From an optimization exercise on the open Yosys and OpenROAD flow, aimed at small area; shortcuts taken in it are not production practice.
Only simulation tests tie the RTL to the original design; equivalence was not proved.
Power and IR drop assume default switching activity.

==> inputs of job 4875 <==
## wb_regfile
module wb_regfile #(
   parameter logic [31:0] SP_RESET = 32'h0000_0FFC
) (
   input  logic        clk,
   input  logic        reset,
   input  logic        w_reg_ctl,
   input  logic [1:0]  mem_to_reg,
   input  logic [31:0] mem_data,
   input  logic [31:0] alu_result,
   input  logic [31:0] pc_value,
   input  logic [4:0]  w_reg_addr,
   input  logic [4:0]  rs_addr,
   input  logic [4:0]  rt_addr,
   output logic [31:0] rs_data,
   output logic [31:0] rt_data,
   output logic [31:0] wb_data,
   output logic        wb_en,
   output logic [31:0] wb_count
);
   localparam int unsigned SP_INDEX = 29;
   logic [31:0] regs_q [32];
   logic [31:0] wb_count_q;
   always_comb begin
      case (mem_to_reg)
         2'd1:    wb_data = mem_data;
         2'd2:    wb_data = pc_value;
         default: wb_data = alu_result;
      endcase
   end
   assign wb_en    = w_reg_ctl && (w_reg_addr != 5'd0);
   assign wb_count = wb_count_q;
   logic [31:0] col_d;
   logic [31:0] col_sp;
   assign col_d  = wb_data & ~{32{reset}};
   assign col_sp = col_d | (SP_RESET & {32{reset}});
   logic [31:0] row_en;
   always_comb begin
  ...
==> module wb_regfile, before the edit <==
module wb_regfile #(
   parameter logic [31:0] SP_RESET = 32'h0000_0FFC
) (
   input  logic        clk,
   input  logic        reset,
   input  logic        w_reg_ctl,
   input  logic [1:0]  mem_to_reg,
   input  logic [31:0] mem_data,
   input  logic [31:0] alu_result,
   input  logic [31:0] pc_value,
   input  logic [4:0]  w_reg_addr,
   input  logic [4:0]  rs_addr,
   input  logic [4:0]  rt_addr,
   output logic [31:0] rs_data,
   output logic [31:0] rt_data,
   output logic [31:0] wb_data,
   output logic        wb_en,
   output logic [31:0] wb_count
);
   localparam int unsigned SP_INDEX = 29;
   logic [31:0] regs_q [32];
   logic [31:0] wb_count_q;
   always_comb begin
      case (mem_to_reg)
         2'd1:    wb_data = mem_data;
         2'd2:    wb_data = pc_value;
         default: wb_data = alu_result;
      endcase
   end
   assign wb_en    = w_reg_ctl && (w_reg_addr != 5'd0);
   assign wb_count = wb_count_q;
   logic [31:0] col_d;
   logic [31:0] col_sp;
   assign col_d  = wb_data & ~{32{reset}};
   assign col_sp = col_d | (SP_RESET & {32{reset}});
   logic [31:0] row_en;
   always_comb begin
      for (int i = 0; i < 32; i++) begin
         row_en[i] = reset || (wb_en && (w_reg_addr == 5'(i)));
      end
   end
   assign regs_q[0] = '0;
   for (genvar i = 1; i < 32; i++) begin : g_row
      always_ff @(posedge clk) begin
         if (row_en[i]) regs_q[i] <= (i == SP_INDEX) ? col_sp : col_d;
      end
   end
   always_ff @(posedge clk) begin
      if (reset)      wb_count_q <= '0;
      else if (wb_en) wb_count_q <= wb_count_q + 32'd1;
   end
   logic        rs_byp, rt_byp;
   logic [31:0] rs_sel, rt_sel;
   logic [31:0] slot_d [32];
   assign rs_byp = wb_en && (rs_addr == w_reg_addr);
   assign rt_byp = wb_en && (rt_addr == w_reg_addr);
   always_comb begin
      rs_sel[0] = rs_byp;
      rt_sel[0] = rt_byp;
      for (int i = 1; i < 32; i++) begin
         rs_sel[i] = !rs_byp && (rs_addr == 5'(i));
         rt_sel[i] = !rt_byp && (rt_addr == 5'(i));
      end
      slot_d[0] = wb_data;
      for (int i = 1; i < 32; i++) slot_d[i] = regs_q[i];
   end
   logic [10:0] rs_part_n [32];
   logic [10:0] rt_part_n [32];
   for (genvar b = 0; b < 32; b++) begin : g_bit
      for (genvar g = 0; g < 10; g++) begin : g_grp
         rd_aoi222 u_rs (
            .a(slot_d[3*g][b]), .b(slot_d[3*g+1][b]), .c(slot_d[3*g+2][b]),
            .sa(rs_sel[3*g]), .sb(rs_sel[3*g+1]), .sc(rs_sel[3*g+2]),
            .y_n(rs_part_n[b][g])
         );
         rd_aoi222 u_rt (
            .a(slot_d[3*g][b]), .b(slot_d[3*g+1][b]), .c(slot_d[3*g+2][b]),
            .sa(rt_sel[3*g]), .sb(rt_sel[3*g+1]), .sc(rt_sel[3*g+2]),
            .y_n(rt_part_n[b][g])
         );
      end
      rd_aoi22 u_rs_last (
         .a(slot_d[30][b]), .b(slot_d[31][b]), .sa(rs_sel[30]), .sb(rs_sel[31]),
         .y_n(rs_part_n[b][10])
      );
      rd_aoi22 u_rt_last (
         .a(slot_d[30][b]), .b(slot_d[31][b]), .sa(rt_sel[30]), .sb(rt_sel[31]),
         .y_n(rt_part_n[b][10])
      );
      assign rs_data[b] = ~&rs_part_n[b];
      assign rt_data[b] = ~&rt_part_n[b];
   end
endmodule
==> flow/config.mk <==
export PLATFORM = sky130hd
export DESIGN_NAME = wb_regfile
export DESIGN_NICKNAME = wb_regfile
export VERILOG_FILES = /design/flow/design.v
export SDC_FILE = /design/flow/constraint.sdc
export NUM_CORES = 4
export LEC_CHECK = 0
export CAP_MARGIN = 20
export CORE_MARGIN = 2
export CORE_UTILIZATION = 40
export PLACE_DENSITY = 0.55
export SETUP_SLACK_MARGIN = 0.3
export SLEW_MARGIN = 20
export SYNTH_HIERARCHICAL = 1
export SYNTH_MINIMUM_KEEP_SIZE = 0
==> flow/constraint.sdc <==
create_clock -name core_clock -period 8.0 [get_ports {clk}]
set_input_delay 1.6000 -clock core_clock [delete_from_list [all_inputs] [get_ports {clk}]]
set_output_delay 1.6000 -clock core_clock [all_outputs]
set_load 0.01 [all_outputs]
run.sh (not shown) runs the stock make flow with config.mk's settings and CLKGATE_MAP_FILE= SYNTH_SCRIPT=/design/flow/synth_recipe.tcl, a recipe that flattens the netlist after the stock synthesis.
==> job 8579: changes against job 4875 <==
--- a/flow/design.v
+++ b/flow/design.v
@@ -22,20 +22,38 @@
    logic [31:0] wb_count_q;
-   always_comb begin
-      case (mem_to_reg)
-         2'd1:    wb_data = mem_data;
-         2'd2:    wb_data = pc_value;
-         default: wb_data = alu_result;
-      endcase
+   logic        src_alu, src_mem, src_pc;
+   logic [31:0] wb_n;
+   assign src_mem = (mem_to_reg == 2'd1);
+   assign src_pc  = (mem_to_reg == 2'd2);
+   assign src_alu = !src_mem && !src_pc;
+   for (genvar b = 0; b < 32; b++) begin : g_wb
+      rd_aoi222 u_wb (
+         .a(alu_result[b]), .b(mem_data[b]), .c(pc_value[b]),
+         .sa(src_alu), .sb(src_mem), .sc(src_pc), .y_n(wb_n[b])
+      );
    end
+   assign wb_data = ~wb_n;
    assign wb_en    = w_reg_ctl && (w_reg_addr != 5'd0);
    assign wb_count = wb_count_q;
+   logic        reset_n;
    logic [31:0] col_d;
    logic [31:0] col_sp;
-   assign col_d  = wb_data & ~{32{reset}};
-   assign col_sp = col_d | (SP_RESET & {32{reset}});
+   assign reset_n = !reset;
+   for (genvar b = 0; b < 32; b++) begin : g_col
+      hf_and2 u_col (.a(wb_data[b]), .b(reset_n), .y(col_d[b]));
+      if (SP_RESET[b]) begin : g_sp1
+         hf_or2 u_sp (.a(wb_data[b]), .b(reset), .y(col_sp[b]));
+      end else begin : g_sp0
+         assign col_sp[b] = col_d[b];
+      end
+   end
+   logic [3:0]  w_lo, w_lo_r;
+   logic [7:0]  w_hi, w_hi_r;
    logic [31:0] row_en;
-   always_comb begin
-      for (int i = 0; i < 32; i++) begin
-         row_en[i] = reset || (wb_en && (w_reg_addr == 5'(i)));
-      end
+   dec_2to4 u_wlo (.a(w_reg_addr[1:0]), .en(w_reg_ctl), .y(w_lo));
+   dec_3to8 u_whi (.a(w_reg_addr[4:2]), .y(w_hi));
+   assign w_lo_r = w_lo | {4{reset}};
+   assign w_hi_r = w_hi | {8{reset}};
+   assign row_en[0] = reset;
+   for (genvar i = 1; i < 32; i++) begin : g_ren
+      hf_and2 u_ren (.a(w_lo_r[i % 4]), .b(w_hi_r[i / 4]), .y(row_en[i]));
    end
@@ -47,18 +65,29 @@
    end
-   always_ff @(posedge clk) begin
-      if (reset)      wb_count_q <= '0;
-      else if (wb_en) wb_count_q <= wb_count_q + 32'd1;
+   logic [32:0] cnt_t;
+   logic [31:0] wb_count_d;
+   assign cnt_t[0] = wb_en && !reset;
+   for (genvar b = 0; b < 32; b++) begin : g_cnt
+      cnt_bit u_cnt (
+         .q(wb_count_q[b]), .t(cnt_t[b]), .clr_n(!reset), .d(wb_count_d[b]), .t_out(cnt_t[b+1])
+      );
    end
+   always_ff @(posedge clk) wb_count_q <= wb_count_d;
    logic        rs_byp, rt_byp;
    logic [31:0] rs_sel, rt_sel;
+   logic [3:0]  rs_lo, rt_lo;
+   logic [7:0]  rs_hi, rt_hi;
    logic [31:0] slot_d [32];
-   assign rs_byp = wb_en && (rs_addr == w_reg_addr);
-   assign rt_byp = wb_en && (rt_addr == w_reg_addr);
+   hf_and2 u_rsbyp (.a(wb_en), .b(rs_addr == w_reg_addr), .y(rs_byp));
+   hf_and2 u_rtbyp (.a(wb_en), .b(rt_addr == w_reg_addr), .y(rt_byp));
+   dec_2to4 u_rslo (.a(rs_addr[1:0]), .en(!rs_byp), .y(rs_lo));
+   dec_3to8 u_rshi (.a(rs_addr[4:2]), .y(rs_hi));
+   dec_2to4 u_rtlo (.a(rt_addr[1:0]), .en(!rt_byp), .y(rt_lo));
+   dec_3to8 u_rthi (.a(rt_addr[4:2]), .y(rt_hi));
+   assign rs_sel[0] = rs_byp;
+   assign rt_sel[0] = rt_byp;
+   for (genvar i = 1; i < 32; i++) begin : g_sel
+      hf_and2 u_rs (.a(rs_lo[i % 4]), .b(rs_hi[i / 4]), .y(rs_sel[i]));
+      hf_and2 u_rt (.a(rt_lo[i % 4]), .b(rt_hi[i / 4]), .y(rt_sel[i]));
+   end
    always_comb begin
-      rs_sel[0] = rs_byp;
-      rt_sel[0] = rt_byp;
-      for (int i = 1; i < 32; i++) begin
-         rs_sel[i] = !rs_byp && (rs_addr == 5'(i));
-         rt_sel[i] = !rt_byp && (rt_addr == 5'(i));
-      end
       slot_d[0] = wb_data;
@@ -89,4 +118,4 @@
       );
-      assign rs_data[b] = ~&rs_part_n[b];
-      assign rt_data[b] = ~&rt_part_n[b];
+      rd_nand11 u_rs_or (.p(rs_part_n[b]), .y(rs_data[b]));
+      rd_nand11 u_rt_or (.p(rt_part_n[b]), .y(rt_data[b]));
    end
@@ -113 +142,58 @@
 endmodule
+module rd_nand11 (
+   input  logic [10:0] p,
+   output logic        y
+);
+   assign y = ~&p;
+endmodule
+module dec_2to4 (
+   input  logic [1:0] a,
+   input  logic       en,
+   output logic [3:0] y
+);
+   always_comb begin
+      for (int i = 0; i < 4; i++) y[i] = en && (a == 2'(i));
+   end
+endmodule
+module dec_3to8 (
+   input  logic [2:0] a,
+   output logic [7:0] y
+);
+   always_comb begin
+      for (int i = 0; i < 8; i++) y[i] = (a == 3'(i));
+   end
+endmodule
+module cnt_bit (
+   input  logic q,
+   input  logic t,
+   input  logic clr_n,
+   output logic d,
+   output logic t_out
+);
+   logic s;
+   cnt_ha u_ha (.a(q), .b(t), .s(s), .c(t_out));
+   assign d = s && clr_n;
+endmodule
+module cnt_ha (
+   input  logic a,
+   input  logic b,
+   output logic s,
+   output logic c
+);
+   assign s = a ^ b;
+   assign c = a && b;
+endmodule
+module hf_and2 (
+   input  logic a,
+   input  logic b,
+   output logic y
+);
+   assign y = a & b;
+endmodule
+module hf_or2 (
+   input  logic a,
+   input  logic b,
+   output logic y
+);
+   assign y = a | b;
+endmodule
==> flow/flow/run.sh (new file) <==
#!/bin/bash
# Own layout flow: the standard ORFS flow (standard.sh, unchanged
# synthesis, floorplan, power grid and routing) with three layout knobs:
# - port buffers use the smallest buffer (repair_design upsizes any that
#   drive large loads);
# - clock tree synthesis clusters more sinks per leaf buffer and inserts no
#   dummy balancing loads;
# The full output of make goes to flow_make.log in the work folder; ORFS
# keeps each step's own log under orfs/logs/.
set -euo pipefail
W=$(pwd)
CTS="-sink_clustering_enable -repair_clock_nets -dont_use_dummy_load -sink_clustering_size 24 -sink_clustering_max_diameter 80"
bash standard.sh \
   "BUFFER_PORTS_ARGS=-buffer_cell sky130_fd_sc_hd__buf_1" \
   "CTS_ARGS=$CTS" \
   finish > "$W/flow_make.log" 2>&1
==> flow/standard.sh (new file) <==
#!/bin/bash
# synth_recipe.tcl (not shown) runs the flow's synth.tcl, then flattens the netlist and writes it again
# the make line also repeats each setting of config.mk as NAME=value (left out here)
make -C /OpenROAD-flow-scripts/flow DESIGN_CONFIG=/design/flow/config.mk WORK_HOME=/design/flow/orfs CLKGATE_MAP_FILE= SYNTH_SCRIPT=/design/flow/synth_recipe.tcl "${@:-finish}"
GPL_TIMING_DRIVEN = 0   (was not set)
removed: flow/run.sh
==> results.txt <==
quantity	job 4875	job 8579
Wire length of the first global-routing pass	235 mm	223 mm
Post-synthesis compound-gate area fraction	19.1%	18.1%
Placement row count	119	118
IR Drop Worst-Case VDD	0.172 mV	0.168 mV
Outcome	no timing/DRC/antenna violations	no timing/DRC/antenna violations
Inserted tap cell count	1,391	1,380
Vias per inst	7.33	7.50
Placed inst area	48,300 sq um	46,700 sq um
Worst Setup Slack, final	231 ps	330 ps
FF-to-FF End	wb_count_q[17]$_SDFFE_PP0P_	wb_count_q[31]$_DFF_P_
Area share of the leading cell type in the synthesized netlist	70.6%	71.6%
Worst r2r path cells	4	33
Met1 track utilization from global routing	39.6%	37.9%
Initial antenna violation count	8	14
CTS clock-pin slew for the worst setup and hold paths	60 ps	90 ps
Met1 routed wirelength after detailed routing	59.2 mm	56.9 mm
Via count of the first global-routing pass	31,600	30,000
Critical Path Fanout Max	25	19
Post-Syn Instances	2,505	2,322

-- static timing again, ports no longer ideal --
How much do the figures lean on ideal ports? The routed layouts below were timed once more, with nothing changed but the port constraints. Step 1: set_driving_cell puts a clkbuf_16 on clk and a buf_2 on each other input, an assumption about the parent block. Step 2 also shifts input and output timing later by t, the mid clock arrival at the registers, as if the neighbouring blocks saw the same clock. a / b / c = no drivers / after step 1 / after step 2; a / b = the first two.
run	t, ns	setup WS [ns]	worst setup path after step 2
job 4875	0.748	0.231 / 0.210 / 0.210	input to output
job 8579	0.696	0.330 / 0.187 / -0.181	input to register
Met with ideal ports but missed after step 2: setup timing in job 8579. The setup slack of job 8579, which loses most, moves by -0.143 ns with the drivers and by -0.511 ns with both steps.
